Context: an optimization exercise on an open-source flow, tuned for small area, a short achievable clock period and few clock cycles. The choices shown serve that exercise and are no tape-out recipe. Where RTL was checked, it was by simulation tests only, not by an equivalence proof against the original. Power and IR drop assume default switching activity.

==> run F: inputs <==
==> flow/design.v <==
package nice_pkg;
   typedef struct packed {
      logic [6:0] func7;
      logic [4:0] rs2;
      logic [4:0] rs1;
      logic [2:0] func3;
      logic [4:0] rd;
      logic [6:0] opcode;
   } nice_rtype_t;
   typedef union packed {
      logic [32-1:0] raw;
      nice_rtype_t           r;
   } nice_insn_u;
   typedef enum logic [2:0] {
      OP_NONE   = 3'd0,
      OP_LOAD_A = 3'd1,
      OP_LOAD_B = 3'd2,
      OP_LOAD_P = 3'd3,
      OP_STORE  = 3'd4,
      OP_WORK   = 3'd5
   } nice_op_e;
   typedef enum logic [2:0] {
      ST_IDLE = 3'd0,
      ST_MEM  = 3'd1,
      ST_WORK = 3'd2,
      ST_RESP = 3'd3
   } nice_state_e;
endpackage
`timescale 1ns/100ps
module row_buffer (
   input  logic                  custom_mem_op,
   input  logic                  wr_en,      
   input  logic [32-1:0] wr_data,
   output logic [32-1:0] head,       
   output logic [32-1:0] tap6        
);
   logic [32-1:0] w [8];
   always_ff @(posedge custom_mem_op) begin
      for (int j = 1; j < 8 - 1; j++) w[j] <= w[j+1];
      w[8-1] <= w[0];
      w[0] <= wr_en ? wr_data : w[1];
   end
   assign head = w[0];
   assign tap6 = w[6];
endmodule
`timescale 1ns/100ps
module modadd_unit (
   input  logic [32-1:0] a,
   input  logic [32-1:0] b,
   input  logic [32-1:0] p,
   output logic [32-1:0] r
);
   localparam int W = 32 + 2;
   logic [W-1:0]          xa, xb, xp, cs_s, cs_c, diff;
   logic [32:0]   sum;
   assign xa   = {2'b00, a};
   assign xb   = {2'b00, b};
   assign xp   = {2'b11, ~p};
   assign cs_s = xa ^ xb ^ xp;
   assign cs_c = {(xa[W-2:0] & xb[W-2:0]) | (xa[W-2:0] & xp[W-2:0]) | (xb[W-2:0] & xp[W-2:0]), 1'b1};
   assign diff = cs_s + cs_c;
   assign sum  = {1'b0, a} + {1'b0, b};
   assign r    = diff[W-1] ? sum[32-1:0] : diff[32-1:0];
endmodule
`timescale 1ns/100ps
module nice_core_top (
   input  logic                  custom_mem_op,
   input  logic                  nice_rst_n,
   output logic                  nice_active,
   output logic                  nice_mem_holdup,
   input  logic                  nice_req_valid,
   output logic                  nice_req_ready,
   input  logic [32-1:0] nice_req_inst,
   input  logic [32-1:0] nice_req_rs1,
   input  logic [32-1:0] nice_req_rs2,
   output logic                  nice_rsp_valid,
   input  logic                  nice_rsp_ready,
   output logic [32-1:0] nice_rsp_rdat,
   output logic                  nice_rsp_err,
   output logic                  nice_icb_cmd_valid,
   input  logic                  nice_icb_cmd_ready,
   output logic [32-1:0] nice_icb_cmd_addr,
   output logic                  nice_icb_cmd_read,
   output logic [32-1:0] nice_icb_cmd_wdata,
   output logic [1:0]            nice_icb_cmd_size,
   input  logic                  nice_icb_rsp_valid,
   output logic                  nice_icb_rsp_ready,
   input  logic [32-1:0] nice_icb_rsp_rdata,
   input  logic                  nice_icb_rsp_err
);
   localparam logic [2:0] K_LA = 3'd0, K_LB = 3'd1, K_LP = 3'd2, K_ST = 3'd3, K_WK = 3'd4;
   localparam logic [1:0] Q_ILL = 2'd0, Q_MEM = 2'd1, Q_WK = 2'd2;
   logic [2:0] ph;
   logic       zact;
   logic [2:0] zcnt;
   logic       zero_w;
   always_ff @(posedge custom_mem_op) begin
      if (!nice_rst_n) ph <= 3'd0;
      else             ph <= ph + 3'd1;
   end
   always_ff @(posedge custom_mem_op) begin
      if (!nice_rst_n) begin
         zact <= 1'b1;
         zcnt <= 3'd0;
      end else if (zact) begin
         zcnt <= zcnt + 3'd1;
         if (zcnt == 3'd6) zact <= 1'b0;
      end
   end
   assign zero_w = ~nice_rst_n | zact;
   logic [6:0] d_opc, d_f7;
   logic [2:0] d_f3;
   logic       d_mem, d_wk, d_ill;
   logic [2:0] d_kind;
   assign d_opc  = nice_req_inst[6:0];
   assign d_f3   = nice_req_inst[14:12];
   assign d_f7   = nice_req_inst[31:25];
   assign d_mem  = (d_opc == 7'b1111011) && (d_f3 == 3'b010) &&
                   (d_f7 >= 7'd1) && (d_f7 <= 7'd4);
   assign d_wk   = (d_opc == 7'b1111011) && (d_f3 == 3'b000) &&
                   (d_f7 == 7'd5);
   assign d_ill  = ~d_mem & ~d_wk;
   assign d_kind = d_wk ? K_WK : (d_f7[2:0] - 3'd1);
   logic                  pk_v, pk_mem, pk_wk, pk_ill;
   logic [1:0]            pk_k;
   logic [1:0]            rob_k [4];
   logic                  rob_d [4];
   logic                  rob_e [4];
   logic [1:0]            rob_hd, rob_tl;
   logic [2:0]            rob_n;
   logic                  rob_push, rob_pop, head_done;
   logic                  q0_v, q1_v;
   logic [1:0]            q0_k, q1_k, q0_i, q1_i;
   logic [2:0]            rcnt;
   logic [2:0]            rslot;
   logic                  rerr;
   logic                  iss_act;
   logic [2:0]            icnt;
   logic [1:0]            iss_k;
   logic                  cmd_v, cmd_rd;
   logic [32-1:0] cmd_a, cmd_wd;
   logic                  busy, wdone, wres_p;
   logic [2:0]            wcnt;
   logic [2:0]            r_off;
   logic [32-1:0] wres;
   logic                  rsp_v, rsp_e, rsp_w;
   logic                  req_hs;
   logic                  slot_free, st_now, phase_ok, work_ok, cont, start, fire;
   logic                  st0, can_start, can_work;
   logic [2:0]            lane;
   logic                  rsp_rdy, take, q0_done;
   logic                  handoff, raw_ok, lane_go;
   logic [32-1:0] a_head, b_head, p_head, r_tap6, mod_r, din;
   logic                  we_a, we_b, we_p;
   always_ff @(posedge custom_mem_op) begin
      if (!nice_rst_n) pk_v <= 1'b0;
      else             pk_v <= nice_req_valid & ~req_hs;
      pk_mem <= d_mem;
      pk_wk  <= d_wk;
      pk_ill <= d_ill;
      pk_k   <= d_kind[1:0];
   end
   assign st0       = (pk_k == K_ST[1:0]);
   assign can_start = pk_mem & ~iss_act & ~q1_v &
                      (ph == (3'd3 + (st0 ? r_off : 3'd0))) &
                      (st0 ? (~busy | (wcnt != 3'd0)) : ~busy);
   assign can_work  = pk_wk & ~busy & ~wres_p & ~(iss_act & (iss_k == K_ST[1:0]));
   assign nice_req_ready = pk_v & ~rob_n[2] & (pk_ill | can_work | (can_start & slot_free));
   assign req_hs    = nice_req_valid & nice_req_ready;
   assign start     = req_hs & pk_mem;
   assign handoff   = req_hs & pk_wk;
   assign slot_free = ~cmd_v | nice_icb_cmd_ready;
   assign lane      = iss_act ? icnt : 3'd0;
   assign st_now    = iss_act ? (iss_k == K_ST[1:0]) : st0;
   assign phase_ok  = (ph == (lane + 3'd3 + (st_now ? r_off : 3'd0)));
   assign work_ok   = ~busy | (wcnt > lane);
   assign cont      = iss_act & slot_free & phase_ok & (~st_now | work_ok);
   assign fire      = cont | start;
   always_ff @(posedge custom_mem_op) begin
      if (!nice_rst_n) begin
         cmd_v   <= 1'b0;
         iss_act <= 1'b0;
      end else begin
         if (fire)                    cmd_v <= 1'b1;
         else if (nice_icb_cmd_ready) cmd_v <= 1'b0;
         if (fire) begin
            icnt    <= lane + 3'd1;
            iss_act <= (lane != 3'd7);
         end
         if (start) iss_k <= pk_k;
      end
   end
   always_ff @(posedge custom_mem_op) begin
      if (fire) begin
         cmd_a  <= start ? nice_req_rs1 : cmd_a + 32'(4);
         cmd_rd <= ~st_now;
         cmd_wd <= r_tap6;
      end
   end
   assign nice_icb_cmd_valid = cmd_v;
   assign nice_icb_cmd_addr  = cmd_a;
   assign nice_icb_cmd_read  = cmd_rd;
   assign nice_icb_cmd_wdata = cmd_wd;
   assign nice_icb_cmd_size  = 2'b10;
   assign rsp_rdy = q0_v & ((q0_k == K_ST[1:0]) | ((rslot == 3'd0) & ~zact));
   assign take    = nice_icb_rsp_valid & rsp_rdy;
   assign q0_done = take & (rcnt == 3'd7);
   assign nice_icb_rsp_ready = rsp_rdy;
   always_ff @(posedge custom_mem_op) begin
      if (!nice_rst_n) begin
         rslot <= 3'd1;
         q0_v <= 1'b0;
         q1_v <= 1'b0;
         rcnt <= 3'd0;
         rerr <= 1'b0;
      end else begin
         rslot <= rslot + 3'd1 - {2'b00, take};
         if (take) begin
            rcnt <= rcnt + 3'd1;
            rerr <= (rerr | nice_icb_rsp_err) & ~q0_done;
         end
         if (start & ~q0_done) begin
            if (!q0_v) begin
               q0_v <= 1'b1;
               q0_k <= pk_k;
               q0_i <= rob_tl;
            end else begin
               q1_v <= 1'b1;
               q1_k <= pk_k;
               q1_i <= rob_tl;
            end
         end else if (start & q0_done) begin
            q0_k <= pk_k;
            q0_i <= rob_tl;
         end else if (q0_done) begin
            q0_v <= q1_v;
            q0_k <= q1_k;
            q0_i <= q1_i;
            q1_v <= 1'b0;
         end
      end
   end
   assign din  = zero_w ? '0 : nice_icb_rsp_rdata;
   assign we_a = zero_w | (take & (q0_k == K_LA[1:0]));
   assign we_b = zero_w | (take & (q0_k == K_LB[1:0]));
   assign we_p = zero_w | (take & (q0_k == K_LP[1:0]));
   row_buffer u_row_a (.custom_mem_op(custom_mem_op), .wr_en(we_a), .wr_data(din),
                       .head(a_head), .tap6());
   row_buffer u_row_b (.custom_mem_op(custom_mem_op), .wr_en(we_b), .wr_data(din),
                       .head(b_head), .tap6());
   row_buffer u_row_p (.custom_mem_op(custom_mem_op), .wr_en(we_p), .wr_data(din),
                       .head(p_head), .tap6());
   row_buffer u_row_r (.custom_mem_op(custom_mem_op), .wr_en(lane_go), .wr_data(mod_r),
                       .head(), .tap6(r_tap6));
   modadd_unit u_add (.a(a_head), .b(b_head), .p(p_head), .r(mod_r));
   assign raw_ok  = ~(q1_v & (q1_k != K_ST[1:0])) &
                    ~(q0_v & (q0_k != K_ST[1:0]) & (rcnt <= wcnt));
   assign lane_go = busy & (ph == wcnt) & raw_ok;
   always_ff @(posedge custom_mem_op) begin
      if (!nice_rst_n) begin
         busy   <= 1'b0;
         wdone  <= 1'b0;
         wres_p <= 1'b0;
      end else begin
         if (handoff) begin
            busy <= 1'b1;
            wcnt <= 3'd0;
         end else if (lane_go) begin
            wcnt <= wcnt + 3'd1;
            if (wcnt == 3'd7) begin
               busy   <= 1'b0;
               wdone  <= 1'b1;
               wres_p <= 1'b1;
            end
         end
         if (rob_pop & (rob_k[rob_hd] == Q_WK))    wdone  <= 1'b0;
         if (rsp_v & nice_rsp_ready & rsp_w)       wres_p <= 1'b0;
      end
   end
   always_ff @(posedge custom_mem_op) begin
      if (lane_go & (wcnt == 3'd7)) wres <= mod_r;
   end
   always_ff @(posedge custom_mem_op) begin
      if (!nice_rst_n)  r_off <= r_off - ph - 3'd1;
      else if (handoff) r_off <= 3'd0;
   end
   assign rob_push  = req_hs;
   assign head_done = (rob_k[rob_hd] == Q_WK) ? wdone : rob_d[rob_hd];
   assign rob_pop   = (rob_n != 3'd0) & head_done & (~rsp_v | nice_rsp_ready);
   always_ff @(posedge custom_mem_op) begin
      if (!nice_rst_n) begin
         rob_hd <= 2'd0;
         rob_tl <= 2'd0;
         rob_n  <= 3'd0;
      end else begin
         if (rob_push) rob_tl <= rob_tl + 2'd1;
         if (rob_pop)  rob_hd <= rob_hd + 2'd1;
         rob_n <= rob_n + {2'b00, rob_push} - {2'b00, rob_pop};
      end
   end
   always_ff @(posedge custom_mem_op) begin
      if (rob_push) begin
         rob_k[rob_tl] <= pk_ill ? Q_ILL : (pk_wk ? Q_WK : Q_MEM);
         rob_d[rob_tl] <= pk_ill;
         rob_e[rob_tl] <= pk_ill;
      end
      if (q0_done) begin
         rob_d[q0_i] <= 1'b1;
         rob_e[q0_i] <= rerr | nice_icb_rsp_err;
      end
   end
   always_ff @(posedge custom_mem_op) begin
      if (!nice_rst_n) begin
         rsp_v <= 1'b0;
      end else if (rob_pop) begin
         rsp_v <= 1'b1;
         rsp_e <= rob_e[rob_hd] & (rob_k[rob_hd] != Q_WK);
         rsp_w <= (rob_k[rob_hd] == Q_WK);
      end else if (nice_rsp_ready) begin
         rsp_v <= 1'b0;
      end
   end
   assign nice_rsp_valid = rsp_v;
   assign nice_rsp_err   = rsp_e;
   assign nice_rsp_rdat  = wres & {32{rsp_w}};
   assign nice_active     = nice_req_valid | (rob_n != 3'd0) | rsp_v;
   assign nice_mem_holdup = q0_v;
endmodule
==> flow/run.sh <==
#!/bin/bash
# synth_recipe.tcl (not shown) runs the flow's synth.tcl, then flattens the netlist and writes it again
# the make line also repeats each setting of config.mk as NAME=value (left out here)
make -C /OpenROAD-flow-scripts/flow DESIGN_CONFIG=/design/flow/config.mk WORK_HOME=/design/flow/orfs CLKGATE_MAP_FILE= SYNTH_SCRIPT=/design/flow/synth_recipe.tcl finish
==> flow/config.mk <==
export PLATFORM = sky130hd
export DESIGN_NAME = nice_core_top
export DESIGN_NICKNAME = nice_core_top
export VERILOG_FILES = /design/flow/design.v
export SDC_FILE = /design/flow/constraint.sdc
export NUM_CORES = 4
export LEC_CHECK = 0
export CAP_MARGIN = 20
export CORE_MARGIN = 2
export CORE_UTILIZATION = 40
export SETUP_SLACK_MARGIN = 4.0
export SLEW_MARGIN = 20
==> flow/constraint.sdc <==
create_clock -name core_clock -period 7.5 [get_ports {custom_mem_op}]
set_input_delay 1.5000 -clock core_clock [delete_from_list [all_inputs] [get_ports {custom_mem_op}]]
set_output_delay 1.5000 -clock core_clock [all_outputs]
set_load 0.01 [all_outputs]
==> run H: changes against run F <==
--- a/flow/config.mk
+++ b/flow/config.mk
@@ -10,3 +10,2 @@
 export CORE_UTILIZATION = 40
-export SETUP_SLACK_MARGIN = 4.0
 export SLEW_MARGIN = 20
==> run G: changes against run F <==
==> flow/design.v, changed modules only <==
module modadd_unit (
   input  logic [32-1:0] a,
   input  logic [32-1:0] b,
   input  logic [32-1:0] p,
   output logic [32-1:0] r
);
   logic [32:0]   sum;
   logic [32+1:0] diff;
   assign sum  = {1'b0, a} + {1'b0, b};
   assign diff = {1'b0, sum} - {2'b00, p};
   assign r    = diff[32+1] ? sum[32-1:0] : diff[32-1:0];
endmodule
module nice_core_top (
   input  logic                  custom_mem_op,
   input  logic                  nice_rst_n,
   output logic                  nice_active,
   output logic                  nice_mem_holdup,
   input  logic                  nice_req_valid,
   output logic                  nice_req_ready,
   input  logic [32-1:0] nice_req_inst,
   input  logic [32-1:0] nice_req_rs1,
   input  logic [32-1:0] nice_req_rs2,
   output logic                  nice_rsp_valid,
   input  logic                  nice_rsp_ready,
   output logic [32-1:0] nice_rsp_rdat,
   output logic                  nice_rsp_err,
   output logic                  nice_icb_cmd_valid,
   input  logic                  nice_icb_cmd_ready,
   output logic [32-1:0] nice_icb_cmd_addr,
   output logic                  nice_icb_cmd_read,
   output logic [32-1:0] nice_icb_cmd_wdata,
   output logic [1:0]            nice_icb_cmd_size,
   input  logic                  nice_icb_rsp_valid,
   output logic                  nice_icb_rsp_ready,
   input  logic [32-1:0] nice_icb_rsp_rdata,
   input  logic                  nice_icb_rsp_err
);
   localparam logic [2:0] K_LA = 3'd0, K_LB = 3'd1, K_LP = 3'd2, K_ST = 3'd3, K_WK = 3'd4;
   localparam logic [1:0] Q_ILL = 2'd0, Q_MEM = 2'd1, Q_WK = 2'd2;
   logic [2:0] ph;
   logic       zact;
   logic [2:0] zcnt;
   logic       zero_w;
   always_ff @(posedge custom_mem_op) begin
      if (!nice_rst_n) ph <= 3'd0;
      else             ph <= ph + 3'd1;
   end
   always_ff @(posedge custom_mem_op) begin
      if (!nice_rst_n) begin
         zact <= 1'b1;
         zcnt <= 3'd0;
      end else if (zact) begin
         zcnt <= zcnt + 3'd1;
         if (zcnt == 3'd6) zact <= 1'b0;
      end
   end
   assign zero_w = ~nice_rst_n | zact;
   logic [6:0] d_opc, d_f7;
   logic [2:0] d_f3;
   logic       d_mem, d_wk, d_ill;
   logic [2:0] d_kind;
   assign d_opc  = nice_req_inst[6:0];
   assign d_f3   = nice_req_inst[14:12];
   assign d_f7   = nice_req_inst[31:25];
   assign d_mem  = (d_opc == 7'b1111011) && (d_f3 == 3'b010) &&
                   (d_f7 >= 7'd1) && (d_f7 <= 7'd4);
   assign d_wk   = (d_opc == 7'b1111011) && (d_f3 == 3'b000) &&
                   (d_f7 == 7'd5);
   assign d_ill  = ~d_mem & ~d_wk;
   assign d_kind = d_wk ? K_WK : (d_f7[2:0] - 3'd1);
   logic                  n_v;
   logic [2:0]            n_k;
   logic [32-1:0] n_rs1;
   logic [1:0]            n_idx;
   logic [1:0]            rob_k [4];
   logic                  rob_d [4];
   logic                  rob_e [4];
   logic [1:0]            rob_hd, rob_tl;
   logic [2:0]            rob_n;
   logic                  rob_push, rob_pop, head_done;
   logic                  q0_v, q1_v;
   logic [1:0]            q0_k, q1_k, q0_i, q1_i;
   logic [2:0]            rcnt;
   logic                  rerr;
   logic                  iss_act;
   logic [2:0]            icnt;
   logic [1:0]            iss_k;
   logic                  cmd_v, cmd_rd;
   logic [32-1:0] cmd_a, cmd_wd;
   logic                  busy, wdone, wres_p;
   logic [2:0]            wcnt;
   logic [2:0]            r_off;
   logic [32-1:0] wres;
   logic                  rsp_v, rsp_e, rsp_w;
   logic                  req_hs;
   logic                  slot_free, st_now, phase_ok, work_ok, cont, start, fire;
   logic [2:0]            lane;
   logic                  rsp_rdy, take, q0_done;
   logic                  handoff, raw_ok, lane_go;
   logic [32-1:0] a_head, b_head, p_head, r_tap6, mod_r, din;
   logic                  we_a, we_b, we_p;
   assign nice_req_ready = ~n_v & ~rob_n[2];
   assign req_hs         = nice_req_valid & nice_req_ready;
   always_ff @(posedge custom_mem_op) begin
      if (!nice_rst_n)               n_v <= 1'b0;
      else if (req_hs & ~d_ill)      n_v <= 1'b1;
      else if (start | handoff)      n_v <= 1'b0;
   end
   always_ff @(posedge custom_mem_op) begin
      if (req_hs) begin
         n_k   <= d_kind;
         n_rs1 <= nice_req_rs1;
         n_idx <= rob_tl;
      end
   end
   assign slot_free = ~cmd_v | nice_icb_cmd_ready;
   assign lane      = iss_act ? icnt : 3'd0;
   assign st_now    = iss_act ? (iss_k == K_ST[1:0]) : (n_k == K_ST);
   assign phase_ok  = (ph == (lane + 3'd3 + (st_now ? r_off : 3'd0)));
   assign work_ok   = ~busy | (wcnt > lane);
   assign cont      = iss_act & slot_free & phase_ok & (~st_now | work_ok);
   assign start     = ~iss_act & n_v & ~n_k[2] & ~q1_v & slot_free & phase_ok &
                      (st_now ? work_ok : ~busy);
   assign fire      = cont | start;
   always_ff @(posedge custom_mem_op) begin
      if (!nice_rst_n) begin
         cmd_v   <= 1'b0;
         iss_act <= 1'b0;
      end else begin
         if (fire)                    cmd_v <= 1'b1;
         else if (nice_icb_cmd_ready) cmd_v <= 1'b0;
         if (fire) begin
            icnt    <= lane + 3'd1;
            iss_act <= (lane != 3'd7);
         end
         if (start) iss_k <= n_k[1:0];
      end
   end
   always_ff @(posedge custom_mem_op) begin
      if (fire) begin
         cmd_a  <= start ? n_rs1 : cmd_a + 32'(4);
         cmd_rd <= ~st_now;
         cmd_wd <= r_tap6;
      end
   end
   assign nice_icb_cmd_valid = cmd_v;
   assign nice_icb_cmd_addr  = cmd_a;
   assign nice_icb_cmd_read  = cmd_rd;
   assign nice_icb_cmd_wdata = cmd_wd;
   assign nice_icb_cmd_size  = 2'b10;
   assign rsp_rdy = q0_v & ((q0_k == K_ST[1:0]) | (((ph + 3'd1) == rcnt) & ~zact));
   assign take    = nice_icb_rsp_valid & rsp_rdy;
   assign q0_done = take & (rcnt == 3'd7);
   assign nice_icb_rsp_ready = rsp_rdy;
   always_ff @(posedge custom_mem_op) begin
      if (!nice_rst_n) begin
         q0_v <= 1'b0;
         q1_v <= 1'b0;
         rcnt <= 3'd0;
         rerr <= 1'b0;
      end else begin
         if (take) begin
            rcnt <= rcnt + 3'd1;
            rerr <= (rerr | nice_icb_rsp_err) & ~q0_done;
         end
         if (start & ~q0_done) begin
            if (!q0_v) begin
               q0_v <= 1'b1;
               q0_k <= n_k[1:0];
               q0_i <= n_idx;
            end else begin
               q1_v <= 1'b1;
               q1_k <= n_k[1:0];
               q1_i <= n_idx;
            end
         end else if (start & q0_done) begin
            q0_k <= n_k[1:0];
            q0_i <= n_idx;
         end else if (q0_done) begin
            q0_v <= q1_v;
            q0_k <= q1_k;
            q0_i <= q1_i;
            q1_v <= 1'b0;
         end
      end
   end
   assign din  = zero_w ? '0 : nice_icb_rsp_rdata;
   assign we_a = zero_w | (take & (q0_k == K_LA[1:0]));
   assign we_b = zero_w | (take & (q0_k == K_LB[1:0]));
   assign we_p = zero_w | (take & (q0_k == K_LP[1:0]));
   row_buffer u_row_a (.custom_mem_op(custom_mem_op), .wr_en(we_a), .wr_data(din),
                       .head(a_head), .tap6());
   row_buffer u_row_b (.custom_mem_op(custom_mem_op), .wr_en(we_b), .wr_data(din),
                       .head(b_head), .tap6());
   row_buffer u_row_p (.custom_mem_op(custom_mem_op), .wr_en(we_p), .wr_data(din),
                       .head(p_head), .tap6());
   row_buffer u_row_r (.custom_mem_op(custom_mem_op), .wr_en(lane_go), .wr_data(mod_r),
                       .head(), .tap6(r_tap6));
   modadd_unit u_add (.a(a_head), .b(b_head), .p(p_head), .r(mod_r));
   assign handoff = n_v & (n_k == K_WK) & ~busy & ~wres_p & ~(iss_act & (iss_k == K_ST[1:0]));
   assign raw_ok  = ~(q1_v & (q1_k != K_ST[1:0])) &
                    ~(q0_v & (q0_k != K_ST[1:0]) & (rcnt <= wcnt));
   assign lane_go = busy & (ph == wcnt) & raw_ok;
   always_ff @(posedge custom_mem_op) begin
      if (!nice_rst_n) begin
         busy   <= 1'b0;
         wdone  <= 1'b0;
         wres_p <= 1'b0;
      end else begin
         if (handoff) begin
            busy <= 1'b1;
            wcnt <= 3'd0;
         end else if (lane_go) begin
            wcnt <= wcnt + 3'd1;
            if (wcnt == 3'd7) begin
               busy   <= 1'b0;
               wdone  <= 1'b1;
               wres_p <= 1'b1;
            end
         end
         if (rob_pop & (rob_k[rob_hd] == Q_WK))    wdone  <= 1'b0;
         if (rsp_v & nice_rsp_ready & rsp_w)       wres_p <= 1'b0;
      end
   end
   always_ff @(posedge custom_mem_op) begin
      if (lane_go & (wcnt == 3'd7)) wres <= mod_r;
   end
   always_ff @(posedge custom_mem_op) begin
      if (!nice_rst_n)  r_off <= r_off - ph - 3'd1;
      else if (handoff) r_off <= 3'd0;
   end
   assign rob_push  = req_hs;
   assign head_done = (rob_k[rob_hd] == Q_WK) ? wdone : rob_d[rob_hd];
   assign rob_pop   = (rob_n != 3'd0) & head_done & (~rsp_v | nice_rsp_ready);
   always_ff @(posedge custom_mem_op) begin
      if (!nice_rst_n) begin
         rob_hd <= 2'd0;
         rob_tl <= 2'd0;
         rob_n  <= 3'd0;
      end else begin
         if (rob_push) rob_tl <= rob_tl + 2'd1;
         if (rob_pop)  rob_hd <= rob_hd + 2'd1;
         rob_n <= rob_n + {2'b00, rob_push} - {2'b00, rob_pop};
      end
   end
   always_ff @(posedge custom_mem_op) begin
      if (rob_push) begin
         rob_k[rob_tl] <= d_ill ? Q_ILL : (d_wk ? Q_WK : Q_MEM);
         rob_d[rob_tl] <= d_ill;
         rob_e[rob_tl] <= d_ill;
      end
      if (q0_done) begin
         rob_d[q0_i] <= 1'b1;
         rob_e[q0_i] <= rerr | nice_icb_rsp_err;
      end
   end
   always_ff @(posedge custom_mem_op) begin
      if (!nice_rst_n) begin
         rsp_v <= 1'b0;
      end else if (rob_pop) begin
         rsp_v <= 1'b1;
         rsp_e <= rob_e[rob_hd] & (rob_k[rob_hd] != Q_WK);
         rsp_w <= (rob_k[rob_hd] == Q_WK);
      end else if (nice_rsp_ready) begin
         rsp_v <= 1'b0;
      end
   end
   assign nice_rsp_valid = rsp_v;
   assign nice_rsp_err   = rsp_e;
   assign nice_rsp_rdat  = wres & {32{rsp_w}};
   assign nice_active     = nice_req_valid | (rob_n != 3'd0) | rsp_v;
   assign nice_mem_holdup = (n_v & ~n_k[2]) | q0_v;
endmodule
--- a/flow/config.mk
+++ b/flow/config.mk
@@ -10,3 +10,2 @@
 export CORE_UTILIZATION = 40
-export SETUP_SLACK_MARGIN = 4.0
 export SLEW_MARGIN = 20
==> comparison <==
Of run G and run H, run G has the higher critical path depth (gap 10).
Clock skew, highest first: run F, run G, run H.
Clock power, lowest first: run H, run F, run G.
Combinational power, lowest first: run H, run G, run F.
Global-route usage: run F > run G > run H.
==> figures <==
item	run H	run G	run F
Tot GR Track Use	0.1615	0.1640	0.1714
Adder-cell share of the synthesized area	0.05608	0.03676	0.05608
Proportion of total power due to net switching	0.2017	0.2020	0.2067
Result of the run	no timing/DRC/antenna violations	no timing/DRC/antenna violations	no timing/DRC/antenna violations
Highest fanout seen on the critical path	3	34	2
Syn Nets	2995	2958	2995
Detailed-routed wire length on met3	3494 µm	3386 µm	4292 µm
Multi-input gates	1292	1326	1298
Starting DRT DRC Count	1087	1089	1232
Number of resized instances in the post-cts repair step	0	0	258
Die footprint	89160 µm²	89500 µm²	89160 µm²
Testbench counts of run G, summed over its fixed seeds: cycles 9,915.
No functional check of the RTL was part of run F and run H.

[afterwards: timing with drivers on the ports]
The flow's constraints put no driver on any port. The routed layouts listed below were extracted and timed again, unchanged, in two steps. Step 1: set_driving_cell puts a clkbuf_16 on custom_mem_op and a buf_2 on each other input, an assumption about the parent block. Step 2 moves the port delays by t, midway between the first and last clock arrival at a register: inputs arrive t later, outputs are due t later. That takes back most of the time a late clock gives input paths. Slacks: ideal / step 1 / step 2; pairs: ideal / step 1.
| run | t (ns) | setup slack, ns | slew at the worst register clock pin (ns) |
|---|---|---|---|
| run F | 0.728 | 3.413 / 3.360 / 3.068 | 0.07 / 0.07 |
| run H | 0.714 | 2.571 / 2.547 / 2.116 | 0.07 / 0.07 |
| run G | 0.736 | 1.469 / 1.469 / 1.469 | 0.07 / 0.07 |
After both steps setup and hold are still met in every run listed. The setup slack of run H, which loses most, moves by -0.024 ns with the drivers and by -0.455 ns with both steps.
